What follows belongs to an exercise in optimizing a design on an open flow for small area, a short achievable clock period and few clock cycles per item; a production flow would make more cautious choices. At most, simulation tests tie the RTL to the original design; equivalence was not proved.

Design cordic_engine, start of the top module:
module cordic_engine #(
  parameter int WIDTH       = 16,
  parameter int ANGLE_WIDTH = 16,
  parameter int STAGES      = 14,
  parameter int GUARD       = 2,
  parameter int TAG_WIDTH   = 8
) (
  input  logic                   clock,
  input  logic                   reset,
  input  logic                   in_valid,
  output logic                   in_ready,
  input  logic                   mode_in,
  input  logic signed [WIDTH-1:0] x_in,
  input  logic signed [WIDTH-1:0] y_in,
  input  logic [ANGLE_WIDTH-1:0] angle_in,
  input  logic [TAG_WIDTH-1:0]   tag_in,
  output logic                   out_valid,
  input  logic                   out_ready,
  output logic signed [WIDTH+1:0] x_out,
  output logic signed [WIDTH+1:0] y_out,
  output logic [ANGLE_WIDTH-1:0] angle_out,
  output logic                   mode_out,
  output logic [TAG_WIDTH-1:0]   tag_out
);
Size in the first run: ~6600 cells after synthesis, roughly 120 I/O pins, roughly 69000 um2 of cells after synthesis.
==> module cordic_add, before the edit <==
module cordic_add #(
  parameter int W    = 20,
  parameter int KIND = 2,
  parameter int SH   = 0,                
  parameter bit KON  = 1'b0,             
  parameter logic [W-1:0] K0 = '0,       
  parameter logic [W-1:0] K1 = '0        
) (
  input  logic [W-1:0] a,
  input  logic [W-1:0] b,
  input  logic         inv,
  input  logic         ci,
  output logic [W-1:0] s
);
  function automatic int clog2(input int n);
    clog2 = 0;
    while ((1 << clog2) < n) clog2++;
  endfunction
  localparam int L = clog2(W);
  function automatic bit comp(input int l, input int i);
    comp = (KIND == 1) ? (((i >> l) & 1) == 1) : (i >= (1 << l));
  endfunction
  function automatic int partner(input int l, input int i);
    partner = (KIND == 1) ? ((i >> l) << l) - 1 : i - (1 << l);
  endfunction
  function automatic int ones(input int n);
    ones = 0;
    for (int m = 0; m < 8; m++) ones += (n >> m) & 1;
  endfunction
  function automatic bit pol(input int l, input int i);
    if (KIND == 1) pol = ones(i & ((1 << l) - 1)) % 2 == 1;
    else           pol = ((i == 0) ? 0 : ((clog2(i + 1) < l) ? clog2(i + 1) : l)) % 2 == 1;
  endfunction
  function automatic bit isp(input int l, input int j);
    if (KIND == 1) isp = ((j + 1) % (1 << l) == 0) && ((((j + 1) >> l) & 1) == 1) && (j + 1 < W);
    else           isp = j + (1 << l) < W;
  endfunction
  logic [W-1:0] bb, p, g;
  logic [W-1:0] gg [0:L];
  logic [W-1:0] pp [0:L];
  logic [W-1:0] gx [0:L];    
  logic [W-1:0] px [0:L];
  if (KON) begin : g_k
    for (genvar i = 0; i < W; i++) begin : g_b
      if (K0[i] == K1[i]) begin : g_c
        assign bb[i] = K0[i];
      end else if (K1[i]) begin : g_t
        assign bb[i] = inv;
      end else begin : g_f
        assign bb[i] = ~inv;
      end
    end
  end else begin : g_v
    logic [W-1:0] bs;
    for (genvar i = 0; i < W; i++) begin : g_bs
      assign bs[i] = (i + SH < W) ? b[i + SH] : b[W-1];
    end
    for (genvar i = 0; i < W; i++) begin : g_b
      if (i > W - 1 - SH) begin : g_s
        assign bb[i] = bb[W-1-SH];
      end else begin : g_d
        cordic_xor u_x (.a(bs[i]), .b(inv), .y(bb[i]));
      end
    end
  end
  for (genvar i = 0; i < W; i++) begin : g_pg
    if (KON && K0[i] == K1[i] && !K0[i]) begin : g_z
      assign p[i] = a[i];
      assign g[i] = 1'b0;
    end else if (KON && K0[i] == K1[i]) begin : g_o
      cordic_inv u_p (.a(a[i]), .y(p[i]));
      assign g[i] = a[i];
    end else begin : g_v
      cordic_xor u_p (.a(a[i]), .b(bb[i]), .y(p[i]));
      cordic_and u_g (.a(a[i]), .b(bb[i]), .y(g[i]));
    end
  end
  if (KON) begin : g_c0
    assign gg[0][0] = g[0];                  
  end else begin : g_c0
    cordic_cy0 u_c (.a(a[0]), .b(b[SH]), .inv(inv), .g(gg[0][0]));
  end
  assign gg[0][W-1:1] = g[W-1:1];
  assign pp[0] = p;
  for (genvar l = 0; l < L; l++) begin : g_lv
    for (genvar i = 0; i < W; i++) begin : g_b
      localparam int  J  = partner(l, i);
      localparam bit  PI = pol(l, i);
      localparam bit  DO = comp(l, i);
      localparam bit  FIN = (J < (1 << l));    
      localparam bit  PJ = (DO && J >= 0) ? pol(l, J) : 1'b0;
      if (DO && J >= 0) begin : g_c
        logic gl, pl;
        if (PJ == PI) begin : g_same
          assign gl = gg[l][J];
          assign pl = pp[l][J];
        end else begin : g_flip
          assign gl = gx[l][J];
          assign pl = px[l][J];
        end
        if (FIN) begin : g_gray
          if (PI) begin : g_o
            cordic_goai u_c (.gh(gg[l][i]), .ph(pp[l][i]), .gl(gl), .g(gg[l+1][i]));
          end else begin : g_a
            cordic_gaoi u_c (.gh(gg[l][i]), .ph(pp[l][i]), .gl(gl), .g(gg[l+1][i]));
          end
          assign pp[l+1][i] = 1'b0;
        end else begin : g_black
          if (PI) begin : g_o
            cordic_boai u_c (.gh(gg[l][i]), .ph(pp[l][i]), .gl(gl), .pl(pl),
                             .g(gg[l+1][i]), .p(pp[l+1][i]));
          end else begin : g_a
            cordic_baoi u_c (.gh(gg[l][i]), .ph(pp[l][i]), .gl(gl), .pl(pl),
                             .g(gg[l+1][i]), .p(pp[l+1][i]));
          end
        end
      end else begin : g_pass
        assign gg[l+1][i] = gg[l][i];
        assign pp[l+1][i] = pp[l][i];
      end
      if (isp(l, i)) begin : g_x
        cordic_inv u_gx (.a(gg[l][i]), .y(gx[l][i]));
        cordic_inv u_px (.a(pp[l][i]), .y(px[l][i]));
      end else begin : g_nx
        assign gx[l][i] = 1'b0;
        assign px[l][i] = 1'b0;
      end
    end
  end
  logic [W-1:0] c, cp;
  assign c = {gg[L][W-2:0], ci};
  for (genvar i = 0; i < W; i++) begin : g_s
    localparam bit PC = (i == 0) ? 1'b0 : pol(L, i - 1);
    if (PC) begin : g_n
      cordic_xnor u_s (.a(p[i]), .b(c[i]), .y(s[i]));
    end else begin : g_p
      cordic_xor u_s (.a(p[i]), .b(c[i]), .y(s[i]));
    end
  end
endmodule
==> module cordic_xnor, before the edit <==
module cordic_xnor (
  input  logic a,
  input  logic b,
  output logic y
);
  assign y = ~(a ^ b);
endmodule
==> flow/config.mk <==
export PLATFORM = sky130hd
export DESIGN_NAME = cordic_engine
export DESIGN_NICKNAME = cordic_engine
export VERILOG_FILES = /design/flow/design.v
export SDC_FILE = /design/flow/constraint.sdc
export NUM_CORES = 4
export LEC_CHECK = 0
export CAP_MARGIN = 20
export CORE_MARGIN = 2
export CORE_UTILIZATION = 55
export PLACE_DENSITY = 0.7
export SETUP_SLACK_MARGIN = 2.2
export SLEW_MARGIN = 20
export SYNTH_HIERARCHICAL = 1
export SYNTH_MINIMUM_KEEP_SIZE = 0
==> flow/constraint.sdc <==
create_clock -name core_clock -period 5.0 [get_ports {clock}]
set_input_delay 1.0000 -clock core_clock [delete_from_list [all_inputs] [get_ports {clock}]]
set_output_delay 1.0000 -clock core_clock [all_outputs]
set_load 0.01 [all_outputs]
run.sh (not shown) runs the stock make flow with config.mk's settings and CLKGATE_MAP_FILE= SYNTH_SCRIPT=/design/flow/synth_recipe.tcl, a recipe that flattens the netlist after the stock synthesis.
Edit:
--- a/flow/design.v
+++ b/flow/design.v
@@ -234,29 +234,21 @@
     end
   end else begin : g_v
     logic [W-1:0] bs;
+    logic         sx;
+    assign sx = b[W-1] ^ inv;
     for (genvar i = 0; i < W; i++) begin : g_bs
       assign bs[i] = (i + SH < W) ? b[i + SH] : b[W-1];
     end
     for (genvar i = 0; i < W; i++) begin : g_b
-      if (i > W - 1 - SH) begin : g_s
-        assign bb[i] = bb[W-1-SH];
+      if (i >= W - 1 - SH) begin : g_s
+        assign bb[i] = sx;
       end else begin : g_d
-        cordic_xor u_x (.a(bs[i]), .b(inv), .y(bb[i]));
+        assign bb[i] = bs[i] ^ inv;
       end
     end
   end
-  for (genvar i = 0; i < W; i++) begin : g_pg
-    if (KON && K0[i] == K1[i] && !K0[i]) begin : g_z
-      assign p[i] = a[i];
-      assign g[i] = 1'b0;
-    end else if (KON && K0[i] == K1[i]) begin : g_o
-      cordic_inv u_p (.a(a[i]), .y(p[i]));
-      assign g[i] = a[i];
-    end else begin : g_v
-      cordic_xor u_p (.a(a[i]), .b(bb[i]), .y(p[i]));
-      cordic_and u_g (.a(a[i]), .b(bb[i]), .y(g[i]));
-    end
-  end
+  assign p  = a ^ bb;
+  assign g  = a & bb;
   if (KON) begin : g_c0
     assign gg[0][0] = g[0];                  
   end else begin : g_c0
@@ -313,11 +305,7 @@
   assign c = {gg[L][W-2:0], ci};
   for (genvar i = 0; i < W; i++) begin : g_s
     localparam bit PC = (i == 0) ? 1'b0 : pol(L, i - 1);
-    if (PC) begin : g_n
-      cordic_xnor u_s (.a(p[i]), .b(c[i]), .y(s[i]));
-    end else begin : g_p
-      cordic_xor u_s (.a(p[i]), .b(c[i]), .y(s[i]));
-    end
+    assign s[i] = p[i] ^ c[i] ^ PC;
   end
 endmodule
 module cordic_baoi (
@@ -415,10 +403,3 @@
 );
   assign g = inv ? (a | ~b) : (a & b);
 endmodule
-module cordic_xnor (
-  input  logic a,
-  input  logic b,
-  output logic y
-);
-  assign y = ~(a ^ b);
-endmodule
=>
- The changed run ran to the end with no violations
- cell count shrinks by 7.8%
- first-iteration DRC count decreases by 7.3%
- wire length goes down by 5.8%
- worst setup slack gets worse by 63 ps
- global-route usage came out lower by 0.54 points
- design area shrinks by 4.6%
- worst hold slack improves by 15 ps
- clock skew goes down by 5.7 ps
- area after synthesis drops by 1.0%
- sequential cell count stays the same
- die area shrinks by 1.0%
- core utilization decreases by 2.8 points
- sequential share of layout area rises by 1.7 points
Testbench counts after the change, summed over its fixed seeds: cycles 3,320, items 3,200.
Only the layout flow was run in the first run of this note; the RTL was not checked for function there.

## port drivers added, routing unchanged
No port has a modelled driver above. Below, the same layouts with a new extraction and two added sets of constraints. Step 1: set_driving_cell puts a clkbuf_16 on clock and a buf_2 on each other input, an assumption about the parent block. Step 2 moves the port delays by t, midway between the first and last clock arrival at a register: inputs arrive t later, outputs are due t later. That takes back most of the time a late clock gives input paths. Three values: no drivers, after step 1, after step 2; two values: the first two.
run	t (ns)	slack for setup (ns)	pins driven straight from the clock port
the first run	0.777	2.230 / 2.212 / 1.639	1
the second run	0.783	2.168 / 2.168 / 1.614	1
After both steps setup and hold are still met in every run listed. For the first run, which loses most, drivers alone change the setup slack by -0.018 ns; drivers and shift together by -0.591 ns.
